Source: an optimization exercise on an open RTL-to-GDS flow (aim: small area, a short achievable clock period and few clock cycles per item). Production flows keep margins and buffers that such runs may drop. For this run, only the layout was checked, not whether the RTL still works. No activity file was given, so power comes from the tool's default toggle rates.

==> design.v <==
`default_nettype none
package md_bcast_pkg;
	localparam int NUM_CELLS = 4;
	localparam int PARTICLE_ID_WIDTH = 7;
	localparam int FORCE_CREDITS = 4;
	localparam int CREDIT_WIDTH = $clog2(FORCE_CREDITS + 1);
endpackage
`default_nettype wire
`timescale 1ns/1ps
`default_nettype none
import md_bcast_pkg::*;
module cell_pair_filter
(
	input wire clk,
	input wire rst,
	input wire start,
	input wire init,
	input wire [PARTICLE_ID_WIDTH-1:0] own_num,
	input wire [PARTICLE_ID_WIDTH-1:0] nbr_num,
	input wire credit_return,
	output logic pair_valid,
	output logic [PARTICLE_ID_WIDTH-1:0] pair_ref,
	output logic [PARTICLE_ID_WIDTH-1:0] pair_partner,
	output logic pair_phase,
	output logic quiet
);
	localparam int W = PARTICLE_ID_WIDTH;
	logic [W-1:0] r;
	logic [W-1:0] p;
	logic ph;
	logic [CREDIT_WIDTH-1:0] outstanding;
	logic [W-1:0] r_dec;
	logic [W-1:0] p_dec;
	logic [W-1:0] p_dec2;
	logic r_one;
	logic p_one;
	logic p_le2;
	logic p_zero;
	logic act;
	logic adv;
	logic succ_act;
	logic [W-1:0] next_r;
	logic [W-1:0] next_p;
	logic next_ph;
	logic next_act;
	logic [CREDIT_WIDTH-1:0] next_outstanding;
	assign r_dec = r - 1'b1;
	assign p_dec = p - 1'b1;
	assign p_dec2 = {p[W-1:1] - 1'b1, p[0]};
	assign r_one = (r == W'(1));
	assign p_le2 = (p[W-1:2] == '0) && !(p[1] && p[0]);
	assign p_one = p_le2 && !p[1] && p[0];
	assign p_zero = p_le2 && !p[1] && !p[0];
	assign act = !(ph && p_zero);
	assign adv = pair_valid || (init && !ph);
	assign succ_act = ph ? !(p_one && r_one) : !(r_one && p_le2 && nbr_num == '0);
	always_comb
	begin
		next_r = r;
		next_p = p;
		next_ph = ph;
		next_act = act;
		if (start)
		begin
			next_r = own_num;
			next_p = own_num;
			next_ph = (own_num == '0);
			next_act = (own_num != '0);
		end
		else if (adv)
		begin
			next_act = succ_act;
			if (!ph)
			begin
				if (!r_one)
					next_r = r_dec;
				else if (!p_le2)
				begin
					next_r = p_dec2;
					next_p = p_dec;
				end
				else
				begin
					next_r = own_num;
					next_p = nbr_num;
					next_ph = 1'b1;
				end
			end
			else
			begin
				if (p_one && !r_one)
				begin
					next_r = r_dec;
					next_p = nbr_num;
				end
				else
					next_p = p_dec;
			end
		end
	end
	assign next_outstanding = outstanding + CREDIT_WIDTH'(pair_valid) - CREDIT_WIDTH'(credit_return);
	always_ff @(posedge clk)
	begin
		r <= next_r;
	end
	always_ff @(posedge clk)
	begin
		if (rst)
		begin
			p <= '0;
			ph <= 1'b1;
			pair_valid <= 1'b0;
			outstanding <= '0;
		end
		else
		begin
			p <= next_p;
			ph <= next_ph;
			pair_valid <= !start && next_act && (next_outstanding != CREDIT_WIDTH'(FORCE_CREDITS));
			outstanding <= next_outstanding;
		end
	end
	assign pair_ref = r;
	assign pair_partner = p;
	assign pair_phase = ph;
	assign quiet = !act && !pair_valid && (next_outstanding == '0);
endmodule
`default_nettype wire
`timescale 1ns/1ps
`default_nettype none
import md_bcast_pkg::*;
module broadcast_controller
(
	input wire clk,
	input wire rst,
	input wire iter_start,
	input wire [NUM_CELLS-1:0] cell_quiet,
	output logic start,
	output logic init,
	output logic iter_done
);
	logic busy;
	logic finish;
	assign start = iter_start;
	assign finish = busy && (&cell_quiet);
	always_ff @(posedge clk)
	begin
		if (rst)
		begin
			busy <= 1'b0;
			init <= 1'b0;
			iter_done <= 1'b0;
		end
		else
		begin
			busy <= iter_start || (busy && !finish);
			init <= iter_start;
			iter_done <= finish;
		end
	end
endmodule
`default_nettype wire
`timescale 1ns/1ps
`default_nettype none
import md_bcast_pkg::*;
module pair_broadcast_top
(
	input wire clk,
	input wire rst,
	input wire iter_start,
	input wire [NUM_CELLS*PARTICLE_ID_WIDTH-1:0] particle_num,
	input wire [NUM_CELLS-1:0] credit_return,
	output wire [NUM_CELLS-1:0] pair_valid,
	output wire [NUM_CELLS*PARTICLE_ID_WIDTH-1:0] pair_ref,
	output wire [NUM_CELLS*PARTICLE_ID_WIDTH-1:0] pair_partner,
	output wire [NUM_CELLS-1:0] pair_phase,
	output wire iter_done
);
	wire start;
	wire init;
	wire [NUM_CELLS-1:0] cell_quiet;
	broadcast_controller ctrl_i (
		.clk(clk),
		.rst(rst),
		.iter_start(iter_start),
		.cell_quiet(cell_quiet),
		.start(start),
		.init(init),
		.iter_done(iter_done)
	);
	for (genvar i = 0; i < NUM_CELLS; i++)
	begin : g_cell
		cell_pair_filter cell_i (
			.clk(clk),
			.rst(rst),
			.start(start),
			.init(init),
			.own_num(particle_num[i*PARTICLE_ID_WIDTH +: PARTICLE_ID_WIDTH]),
			.nbr_num(particle_num[((i+1)%NUM_CELLS)*PARTICLE_ID_WIDTH +: PARTICLE_ID_WIDTH]),
			.credit_return(credit_return[i]),
			.pair_valid(pair_valid[i]),
			.pair_ref(pair_ref[i*PARTICLE_ID_WIDTH +: PARTICLE_ID_WIDTH]),
			.pair_partner(pair_partner[i*PARTICLE_ID_WIDTH +: PARTICLE_ID_WIDTH]),
			.pair_phase(pair_phase[i]),
			.quiet(cell_quiet[i])
		);
	end
endmodule
`default_nettype wire
==> run.sh <==
#!/bin/bash
# synth_recipe.tcl (not shown) runs the flow's synth.tcl, then flattens the netlist and writes it again
# the make line also repeats each setting of config.mk as NAME=value (left out here)
make -C /OpenROAD-flow-scripts/flow DESIGN_CONFIG=/design/flow/config.mk WORK_HOME=/design/flow/orfs CLKGATE_MAP_FILE= SYNTH_SCRIPT=/design/flow/synth_recipe.tcl finish
==> config.mk <==
export PLATFORM = sky130hd
export DESIGN_NAME = pair_broadcast_top
export DESIGN_NICKNAME = pair_broadcast_top
export VERILOG_FILES = /design/flow/design.v
export SDC_FILE = /design/flow/constraint.sdc
export NUM_CORES = 4
export LEC_CHECK = 0
export CAP_MARGIN = 20
export CORE_MARGIN = 2
export CORE_UTILIZATION = 40
export SLEW_MARGIN = 20
==> constraint.sdc <==
create_clock -name core_clock -period 5.5 [get_ports {clk}]
set_input_delay 1.1000 -clock core_clock [delete_from_list [all_inputs] [get_ports {clk}]]
set_output_delay 1.1000 -clock core_clock [all_outputs]
set_load 0.01 [all_outputs]
==> notes.md <==
-- cell families after synthesis --
group | share of synthesized area [%]
muxes | 3.78
AOI/OAI and AO/OA | 22.2
adders and majority gates | 8.21
xor gates and xnor gates | 8.94
DFF | 31.8
buffers and inverters | 6.50
and+or+nand+nor | 18.5
-- Yosys cell counts, types with 5 or more instances --
master / count
nor2_1: 54
dfxtp_1: 51
inv_1: 50
nand2_1: 49
a21oi_1: 32
ha_1: 32
xnor2_1: 29
edfxtp_1: 28
xor2_1: 28
clkbuf_1: 25
nor3_1: 22
mux2i_1: 21
a22oi_1: 16
o22a_1: 16
o221ai_1: 15
nand3_1: 14
o21ai_0: 14
a31oi_1: 11
nor2b_1: 10
buf_4: 9
nor4_1: 8
o22ai_1: 8
and2_1: 6
a2111oi_2: 5
a211oi_1: 5
nor3b_1: 5
nor4b_1: 5
o21ai_1: 5
o31ai_1: 5
or3_1: 5
or4_1: 5
-- final timing paths --
kind | endpoint | slack (ps) | depth (start not counted)
worst max-delay path | ctrl_i.busy | 2130 | 11
worst min-delay path | ctrl_i.iter_done | 450 | 2
worst max register to register | ctrl_i.busy | 2780 | 11
worst min register to register | ctrl_i.iter_done | 450 | 2
-- layout make-up --
cell class                 instances  share of cell area [%]
sequential                        79                    25.7
inverter                          51                    2.64
clock buffer                      13                    3.73
tap                              184                    3.18
timing repair buffer             104                    14.1
clock inverter                     3                   0.897
multi-input combinational        496                    49.8
-- worst reg2reg max path: cells and delay by family (launching register included) --
family	cells	cell delay [ps]
DFF	1	470
buffers and inverters	3	190
adders and majority gates	3	980
and+or+nand+nor	3	670
AOI/OAI and AO/OA	2	290
-- per-stage QoR --
step	power [mW]	cells	setup slack [ps]	utilization, %
final	2.46	930	2130	50.3
after global routing	2.61	930	1990	50.3
after CTS	2.46	929	2160	50.2
after detailed placement	1.78	913	1800	47.9
after global placement	1.76	913	1900	47.9
after floorplan	1.48	663	2460	-
-- power by group through the flow --
stage,registers (mW),clock network [mW],logic [mW]
floorplan,0.833,0,0.643
global placement,0.850,0,0.914
detailed placement,0.853,0,0.926
CTS,0.841,0.690,0.933
global route,0.860,0.712,1.04
finish,0.842,0.683,0.934
-- per-layer routing --
metal / GRT usage, % / vias to the layer above / share of wire (%)
li1: - / 2580 / -
met1: 30.8 / 2595 / 45
met2: 35.4 / 209 / 46
met3: 3.64 / 21 / 6.6
met4: 7.32 / 0 / 1.6
met5: 0 / - / 0
-- sequential cells by signal, summed over array words and instances (netlist names) --
name                       cells
ctrl_i.init                    1
ctrl_i.iter_done               1
g_cell.cell_i.outstanding     12
g_cell.cell_i.p               28
g_cell.cell_i.ph               4
g_cell.cell_i.pair_valid       4
ctrl_i.busy                    1
g_cell.cell_i.r               28
==> impl_metrics.ini <==
[outcome]
status = finished clean

[detailed_routing]
drtPass1Iterations = 5
drtIter0Drc = 471
ant_nets = 0
routed_wl_um = 17400
wire_per_inst_um = 18.7
vias_per_cell = 5.81
drc = 0
vias = 5405

[synthesis]
avgSynthCellArea_um2 = 8.83
synth_top_cell_by_area = dfxtp_1
ys_types = 71
synth_flop_cell = dfxtp_1
ys_warn_count = 2
ys_ff_latch = 79
synth_seq_area_share_pct = 31.8
synth-edff-count = 28
synth_nets = 734
async_flop_share_pct = 0
syn-cell-area_um2 = 5850
synth_cells = 663
synth.top_cells.by_area = dfxtp_1 17%, edfxtp_1 14%, ha_1 6.8%
yosysTopAreaCellShare_pct = 17.4

[worst_setup_path]
cp.required_ps = 5710
cp_top_family = adder cells
crit_fanout = 3
crit_chain = clkdlybuf4s50_1, ha_1, inv_1, ha_1, inv_1, fa_1, nor4bb_1, nand3_1, nor4_1, a41o_1, a21oi_1
cp-end-kind = register
path_class = input port to register
slowest_delay_ps = 530
slowest_stage = fa_1
arrival_ps = 3580
crit_buf_inv = 3
start_kind = input port
rr_startpoint = g_cell[3].cell_i.pair_valid
startpoint = credit_return[0]

[pwr]
irDropWorstVdd_uv = 164
p_sw_share_pct = 34.8
clkPwrFrac_pct = 27.8
p_leak_nw = 2.68
comb_power_share_pct = 38.0
power.switching_mw = 0.856
power_density_nw_per_um2 = 339
p_int_mw = 1.60
seqPwrFrac_pct = 34.2

[clock_network]
clock-sinks = 79
cts_hold_buf = 0
post_cts_resize_count = 0
h-tree-depth = 3
cts_tree = built
cts.clk_slew.worst_paths_ps = 60
post_cts_buffers = 0
cts_buffer_depth = 2
clk_latency_ps = 340
cts_buffers = 9
root_buffer = clkbuf_16

[finish]
mostFrequentLayoutCell = clkdlybuf4s50_1
design_area_um2 = 7250
seqCellArea_um2 = 1860
area_growth_pct = 23.9
final_cell_mix = 98 x clkdlybuf4s50_1, 54 x nor2_1, 51 x dfxtp_1
multi_input_area_um2 = 3610
nNetsFinal = 812
diodes = 0
fillers = 1380
drive_gt1_share_pct = 6.30

[hold_path]
hp-class = register to register
hold_start = ctrl_i.busy

[sta]
finalHoldViolCount = 0
hold_ws_ps = 452
setup_tns_ps = 0
finalSetupViolations = 0
drv_slew = 0
post-route-period-util_pct = 61.2
fmax_mhz = 297
layout_min_cycle_time_ps = 3370
tightest_slew_ps = 926
rsz0062_at_grt = false
finalClockSkew_ps = 3.24
slew_headroom_pct = 37.6

[global_routing]
grt_pass1_wl_um = 28200
grt_pass1_vias = 5362
grt.total_usage_pct = 22.2
grt_max_degree = 42
antenna_found_initial = 0
gr-total-overflow = 0

[placement]
dpl.hpwl_um = 12700
gp_congestion = 0.880
place_area_um2 = 6910
place.port_buffers = 99

[floorplanning]
rows = 44
ios = 100
dieArea_um2 = 15600
core_area_um2 = 14400
die_y_um = 125
die_x_um = 125
start_util_pct = 40.6

[run]
drv_cap = 0

[what the ideal ports hide]
No port has a modelled driver above. Below, the same layout with a new extraction and two added sets of constraints. Step 1: set_driving_cell puts a clkbuf_16 on clk and a buf_2 on each other input, an assumption about the parent block. Step 2 also shifts input and output timing later by t, the mid clock arrival at the registers, as if the neighbouring blocks saw the same clock. Three values: ideal, step 1, step 2; two values: the first two.
shift t [ns]: 0.381
setup slack, ns: 2.133 / 2.153 / 1.773
clock arrival spread, ns: 0.003 / 0.003
After both steps setup and hold are still met in this run. The setup slack of this run moves by +0.020 ns with the drivers and by -0.360 ns with both steps.
